This is an optimization exercise on Yosys and OpenROAD, whose aim is small area and a short achievable clock period, not a production implementation. In this exercise RTL edits were held to simulation tests only and were not proved equivalent to the original.

==> module cam_dma_fifo, before the edit <==
module cam_dma_fifo (
   input  logic                    i_mipi_pclk,
   input  logic                    i_rst_n,
   input  logic                    i_wr,
   input  cam_dma_pkg::fifo_word_t i_wdata,
   input  cam_dma_pkg::fifo_word_t i_ldata,
   input  logic                    i_gray,
   input  logic                    i_rd,
   output cam_dma_pkg::fifo_word_t o_rdata,
   output logic                    o_empty,
   output logic                    o_empty_nxt,
   output logic                    o_overflow
);
   localparam int unsigned DEPTH = 64;
   localparam int unsigned AW    = $clog2(64);
   localparam int unsigned DW    = 6*8;
   localparam int unsigned RA    = 7;
   localparam int unsigned RB    = 9;
   localparam int unsigned RING  = RA*RB-1;
   logic [DW-1:0]    mem [0:RING-1];
   logic [DW-1:0]    stage;
   logic             stage_wr;
   logic [RA-1:0]    wa;
   logic [RB-1:0]    wb;
   logic [RA-1:0]    wsa;
   logic [RB-1:0]    wsb;
   logic [RA-1:0]    ra;
   logic [RB-1:0]    rb;
   logic [DW-1:0]    head;
   logic             to_head;
   logic             to_ring;
   logic             hold;
   logic             pull;
   logic [AW:0]      count;
   logic             full;
   logic             one;
   logic             two;
   logic             wr_en;
   logic [AW:0]      cnt_nr;
   logic [AW:0]      cnt_r;
   logic [DW-1:0]    mem_word;
   logic [DW-1:0]    nx_word;
   assign wr_en   = i_wr & ~full;
   assign o_rdata = head;
   assign to_head = wr_en & (o_empty | (one & i_rd));
   assign to_ring = wr_en & ~to_head;
   assign pull    = i_rd & ~one;
   assign hold    = full & ~pull;
   always_ff @(posedge i_mipi_pclk) begin
      if (!full) begin
         stage <= i_gray ? i_ldata : i_wdata;
      end
   end
   always_ff @(posedge i_mipi_pclk) begin
      for (int a = 0; a < RA; a++) begin
         for (int b = 0; b < RB; b++) begin
            if (a*RB+b < RING && wsa[a] && wsb[b] && !hold) begin
               mem[(a*RB+b) % RING] <= stage;
            end
         end
      end
   end
   always_comb begin
      mem_word = '0;
      for (int a = 0; a < RA; a++) begin
         logic [DW-1:0] row;
         row = '0;
         for (int b = 0; b < RB; b++) begin
            if (a*RB+b < RING) begin
               row = row | ({DW{rb[b]}} & mem[(a*RB+b) % RING]);
            end
         end
         mem_word = mem_word | ({DW{ra[a]}} & row);
      end
   end
   assign nx_word = (two && stage_wr) ? stage : mem_word;
   logic sel_l;
   logic sel_w;
   logic sel_n;
   logic sel_h;
   assign sel_l = to_head & i_gray;
   assign sel_w = to_head & ~i_gray;
   assign sel_n = ~to_head & i_rd;
   assign sel_h = ~to_head & ~i_rd;
   always_ff @(posedge i_mipi_pclk) begin
      head <= ({DW{sel_l}} & i_ldata) | ({DW{sel_w}} & i_wdata)
            | ({DW{sel_n}} & nx_word) | ({DW{sel_h}} & head);
   end
   assign cnt_nr = wr_en ? count + 1'b1 : count;
   assign cnt_r  = wr_en ? count : count - 1'b1;
   assign o_empty_nxt = i_rd ? (cnt_r == '0) : (cnt_nr == '0);
   always_ff @(posedge i_mipi_pclk) begin
      if (!i_rst_n) begin
         stage_wr   <= 1'b0;
         wa         <= RA'(1);
         wb         <= RB'(1);
         wsa        <= '0;
         wsb        <= '0;
         ra         <= RA'(1);
         rb         <= RB'(1);
         count      <= '0;
         full       <= 1'b0;
         one        <= 1'b0;
         two        <= 1'b0;
         o_empty    <= 1'b1;
         o_overflow <= 1'b0;
      end else begin
         if (!hold) begin
            stage_wr <= to_ring;
            wsa      <= wa;
            wsb      <= to_ring ? wb : '0;
         end
         if (to_ring) begin
            if (wa[RA-1] && wb[RB-2]) begin
               wa <= RA'(1);
               wb <= RB'(1);
            end else begin
               wb <= {wb[RB-2:0], wb[RB-1]};
               if (wb[RB-1]) begin
                  wa <= {wa[RA-2:0], wa[RA-1]};
               end
            end
         end
         if (pull) begin
            if (ra[RA-1] && rb[RB-2]) begin
               ra <= RA'(1);
               rb <= RB'(1);
            end else begin
               rb <= {rb[RB-2:0], rb[RB-1]};
               if (rb[RB-1]) begin
                  ra <= {ra[RA-2:0], ra[RA-1]};
               end
            end
         end
         if (i_rd) begin
            count   <= cnt_r;
            full    <= (cnt_r == (AW+1)'(DEPTH));
            one     <= (cnt_r == (AW+1)'(1));
            two     <= (cnt_r == (AW+1)'(2));
            o_empty <= (cnt_r == '0);
         end else begin
            count   <= cnt_nr;
            full    <= (cnt_nr == (AW+1)'(DEPTH));
            one     <= (cnt_nr == (AW+1)'(1));
            two     <= (cnt_nr == (AW+1)'(2));
            o_empty <= (cnt_nr == '0);
         end
         if (i_wr && full) begin
            o_overflow <= 1'b1;
         end
      end
   end
endmodule
clock: 5.8 ns
lec_check: 0
cap_margin: 10
core_margin: 2
core_utilization: 45
cts_cluster_diameter: 70
cts_cluster_size: 30
setup_slack_margin: 3.2
slew_margin: 10
tns_end_percent: 0
run.sh (not shown) runs the stock make flow with config.mk's settings and CLKGATE_MAP_FILE= SYNTH_SCRIPT=/design/flow/synth_recipe.tcl, a recipe that flattens the netlist after the stock synthesis.
==> next run, changes <==
--- a/flow/design.v
+++ b/flow/design.v
@@ -201,8 +201,7 @@
    localparam int unsigned DW    = 6*8;
    localparam int unsigned RA    = 7;
    localparam int unsigned RB    = 9;
-   localparam int unsigned RING  = RA*RB-1;
-   logic [DW-1:0]    mem [0:RING-1];
+   logic [DW-1:0]    mem [0:RA*RB-1];
    logic [DW-1:0]    stage;
    logic             stage_wr;
    logic [RA-1:0]    wa;
@@ -214,8 +213,6 @@
    logic [DW-1:0]    head;
    logic             to_head;
    logic             to_ring;
-   logic             hold;
-   logic             pull;
    logic [AW:0]      count;
    logic             full;
    logic             one;
@@ -229,18 +226,14 @@
    assign o_rdata = head;
    assign to_head = wr_en & (o_empty | (one & i_rd));
    assign to_ring = wr_en & ~to_head;
-   assign pull    = i_rd & ~one;
-   assign hold    = full & ~pull;
    always_ff @(posedge i_mipi_pclk) begin
-      if (!full) begin
-         stage <= i_gray ? i_ldata : i_wdata;
-      end
+      stage <= i_gray ? i_ldata : i_wdata;
    end
    always_ff @(posedge i_mipi_pclk) begin
       for (int a = 0; a < RA; a++) begin
          for (int b = 0; b < RB; b++) begin
-            if (a*RB+b < RING && wsa[a] && wsb[b] && !hold) begin
-               mem[(a*RB+b) % RING] <= stage;
+            if (wsa[a] && wsb[b]) begin
+               mem[a*RB+b] <= stage;
             end
          end
       end
@@ -251,9 +244,7 @@
          logic [DW-1:0] row;
          row = '0;
          for (int b = 0; b < RB; b++) begin
-            if (a*RB+b < RING) begin
-               row = row | ({DW{rb[b]}} & mem[(a*RB+b) % RING]);
-            end
+            row = row | ({DW{rb[b]}} & mem[a*RB+b]);
          end
          mem_word = mem_word | ({DW{ra[a]}} & row);
       end
@@ -290,31 +281,19 @@
          o_empty    <= 1'b1;
          o_overflow <= 1'b0;
       end else begin
-         if (!hold) begin
-            stage_wr <= to_ring;
-            wsa      <= wa;
-            wsb      <= to_ring ? wb : '0;
-         end
+         stage_wr <= to_ring;
+         wsa      <= wa;
+         wsb      <= to_ring ? wb : '0;
          if (to_ring) begin
-            if (wa[RA-1] && wb[RB-2]) begin
-               wa <= RA'(1);
-               wb <= RB'(1);
-            end else begin
-               wb <= {wb[RB-2:0], wb[RB-1]};
-               if (wb[RB-1]) begin
-                  wa <= {wa[RA-2:0], wa[RA-1]};
-               end
+            wb <= {wb[RB-2:0], wb[RB-1]};
+            if (wb[RB-1]) begin
+               wa <= {wa[RA-2:0], wa[RA-1]};
             end
          end
-         if (pull) begin
-            if (ra[RA-1] && rb[RB-2]) begin
-               ra <= RA'(1);
-               rb <= RB'(1);
-            end else begin
-               rb <= {rb[RB-2:0], rb[RB-1]};
-               if (rb[RB-1]) begin
-                  ra <= {ra[RA-2:0], ra[RA-1]};
-               end
+         if (i_rd && !one) begin
+            rb <= {rb[RB-2:0], rb[RB-1]};
+            if (rb[RB-1]) begin
+               ra <= {ra[RA-2:0], ra[RA-1]};
             end
          end
          if (i_rd) begin
After rerunning:
- register-to-register slack gets better by 0.23 ns
- area after synthesis goes up by about 0.7%
- core utilization goes down by 0.29 points
- fmax goes up by about 8%
- via count barely changes
- wire length is about the same
- worst setup slack gets better by 0.23 ns
- first-iteration DRC count hardly moves
- sequential share of layout area goes up by 0.52 points

---

## alpha
Another version of the RTL of cam_capture_top (not shown whole).
For scale: about 220 I/O pins, roughly 120000 um^2 of cells after synthesis.
==> module cam_frame_packer, before the edit <==
module cam_frame_packer (
   input  logic                    i_mipi_pclk,
   input  logic                    i_rst_n,
   input  cam_pixel_pkg::cam_in_t  i_cam,
   input  logic                    i_trigger_capture,
   input  logic                    i_continuous_capture,
   input  logic                    i_rgb_gray,
   output logic                    o_fifo_wr,
   output cam_dma_pkg::fifo_word_t o_fifo_wdata,
   output cam_dma_pkg::fifo_word_t o_fifo_ldata,
   output logic                    o_fifo_gray,
   output logic                    o_frame_start
);
   logic                      trig_r1;
   logic                      trig_r2;
   logic                      trig_r3;
   logic                      trig_rise;
   logic                      trig_hold;
   logic                      cont_r1;
   logic                      cont_r2;
   logic                      cont_hold;
   logic                      gray_r1;
   logic                      gray_sync;
   logic                      gray_q;
   logic                      vs_q;
   logic                      vs_fall;
   logic                      capture;
   logic [2*3*8-1:0] pix_q;
   logic [2*3*8-1:0] pix_gray;
   logic [2*48-1:0]               luma_q;
   always_ff @(posedge i_mipi_pclk) begin
      if (!i_rst_n) begin
         trig_r1   <= 1'b0;
         trig_r2   <= 1'b0;
         trig_r3   <= 1'b0;
         cont_r1   <= 1'b0;
         cont_r2   <= 1'b0;
         gray_r1   <= 1'b0;
         gray_sync <= 1'b0;
         vs_q      <= 1'b0;
      end else begin
         trig_r1   <= i_trigger_capture;
         trig_r2   <= trig_r1;
         trig_r3   <= trig_r2;
         cont_r1   <= i_continuous_capture;
         cont_r2   <= cont_r1;
         gray_r1   <= i_rgb_gray;
         gray_sync <= gray_r1;
         vs_q      <= i_cam.vsync;
      end
   end
   assign trig_rise = trig_r2 & ~trig_r3;
   assign vs_fall   = vs_q & ~i_cam.vsync;
   always_ff @(posedge i_mipi_pclk) begin
      if (!i_rst_n) begin
         trig_hold <= 1'b0;
         cont_hold <= 1'b0;
         capture   <= 1'b0;
      end else begin
         if (trig_rise) begin
            trig_hold <= 1'b1;
         end else if (o_fifo_wr) begin
            trig_hold <= 1'b0;
         end
         if (cont_r2) begin
            cont_hold <= 1'b1;
         end
         if (vs_fall) begin
            capture <= trig_hold | cont_hold;
         end
      end
   end
   always_ff @(posedge i_mipi_pclk) begin
      if (!i_rst_n) begin
         o_fifo_wr     <= 1'b0;
         o_frame_start <= 1'b0;
      end else begin
         o_fifo_wr     <= capture & i_cam.valid;
         o_frame_start <= vs_fall;
      end
   end
   function automatic logic [31:0] csa(logic [15:0] a, logic [15:0] b, logic [15:0] c);
      logic [15:0] s;
      logic [15:0] k;
      s   = a ^ b ^ c;
      k   = (a & b) | (a & c) | (b & c);
      csa = {k[14:0], 1'b0, s};
   endfunction
   function automatic logic [47:0] luma_rows(logic [7:0] r8, logic [7:0] g8, logic [7:0] b8);
      logic [15:0] r;
      logic [15:0] g;
      logic [15:0] b;
      logic [31:0] l1a, l1b, l1c, l1d;
      logic [31:0] l2a, l2b;
      logic [31:0] l3a, l3b;
      logic [31:0] l4;
      r = 16'(r8);
      g = 16'(g8);
      b = 16'(b8);
      l1a = csa(r, b, g << 1);
      l1b = csa(r << 2, g << 2, b << 2);
      l1c = csa(r << 3, b << 3, g << 4);
      l1d = csa(b << 4, r << 6, g << 7);
      l2a = csa(l1a[15:0], l1a[31:16], l1b[15:0]);
      l2b = csa(l1b[31:16], l1c[15:0], l1c[31:16]);
      l3a = csa(l2a[15:0], l2a[31:16], l2b[15:0]);
      l3b = csa(l2b[31:16], l1d[15:0], l1d[31:16]);
      l4  = csa(l3a[15:0], l3a[31:16], l3b[15:0]);
      luma_rows = {l3b[31:16], l4};
   endfunction
   always_ff @(posedge i_mipi_pclk) begin
      pix_q  <= i_cam.pair;
      gray_q <= gray_sync;
      for (int i = 0; i < 2; i++) begin
         luma_q[i*48 +: 48] <= luma_rows(i_cam.pair[i*24 +: 8], i_cam.pair[i*24+8 +: 8], i_cam.pair[i*24+16 +: 8]);
      end
   end
   always_comb begin
      for (int i = 0; i < 2; i++) begin
         logic [31:0] c;
         logic [15:0] sum;
         c   = csa(luma_q[i*48 +: 16], luma_q[i*48+16 +: 16], luma_q[i*48+32 +: 16]);
         sum = c[15:0] + c[31:16];
         pix_gray[i*24 +: 24] = {sum[15:8], sum[15:8], sum[15:8]};
      end
   end
   assign o_fifo_wdata = pix_q;
   assign o_fifo_ldata = pix_gray;
   assign o_fifo_gray  = gray_q;
endmodule
make LEC_CHECK=0 CAP_MARGIN=20 CORE_MARGIN=2 CORE_UTILIZATION=45 CTS_CLUSTER_DIAMETER=100 CTS_CLUSTER_SIZE=30 SETUP_SLACK_MARGIN=3.2 SLEW_MARGIN=20 finish   # period 5.8 ns
Input-level comparison between beta and alpha:
diff --git a/flow/design.v b/flow/design.v
--- a/flow/design.v
+++ b/flow/design.v
@@ -145,6 +145,23 @@
       l4  = csa(l3a[15:0], l3a[31:16], l3b[15:0]);
       luma_rows = {l3b[31:16], l4};
    endfunction
+   function automatic logic [15:0] add16(logic [15:0] x, logic [15:0] y);
+      logic [15:0] p;
+      logic [15:0] g;
+      logic [15:0] pp;
+      logic [15:0] gg;
+      p = x ^ y;
+      g = x & y;
+      for (int d = 1; d < 16; d = d * 2) begin
+         pp = p;
+         gg = g;
+         for (int k = d; k < 16; k++) begin
+            g[k] = gg[k] | (pp[k] & gg[k-d]);
+            p[k] = pp[k] & pp[k-d];
+         end
+      end
+      add16 = (x ^ y) ^ {g[14:0], 1'b0};
+   endfunction
    always_ff @(posedge i_mipi_pclk) begin
       pix_q  <= i_cam.pair;
       gray_q <= gray_sync;
@@ -157,7 +174,7 @@
          logic [31:0] c;
          logic [15:0] sum;
          c   = csa(luma_q[i*48 +: 16], luma_q[i*48+16 +: 16], luma_q[i*48+32 +: 16]);
-         sum = c[15:0] + c[31:16];
+         sum = add16(c[15:0], c[31:16]);
          pix_gray[i*24 +: 24] = {sum[15:8], sum[15:8], sum[15:8]};
       end
    end
Findings:
Going from alpha to beta, cell count shows an increase of 246, via count of the first global-routing pass shows no meaningful change, proportion of cell area occupied by registers shows a reduction of 1.1 points.
Compared with alpha, in beta final area moved up; wire length of the first global-routing pass moved up.
Post-detailed-routing wire length: beta > alpha
beta vs. alpha: count of TritonRoute iterations in the first routing pass went up by 2.

==> re-timing with driven ports <==
The results above use ideal ports. As a check the final layouts listed here were re-extracted and re-timed, cells and wires unchanged.
Step 1 assumes that a clkbuf_16 drives the clock port and a buf_2 every other input.
Step 2 also shifts input and output timing later by t, the mid clock arrival at the registers, as if the neighbouring blocks saw the same clock.
Three values: ideal, step 1, step 2; two values: the first two.
run | t, ns | slack for setup (ns) | worst data-port slew with drivers (ns)
the first run of note 1 | 0.958 | 2.646 / 2.646 / 1.760 | 0.05
the second run of note 1 | 0.985 | 2.876 / 2.876 / 2.152 | 0.06
alpha | 0.957 | 2.746 / 2.746 / 2.168 | 0.07
beta | 0.976 | 2.833 / 2.737 / 2.223 | 0.06
After both steps every run listed still meets setup and hold. For the first run of note 1, which loses most, drivers alone change the setup slack by 0.000 ns; drivers and shift together by -0.886 ns.
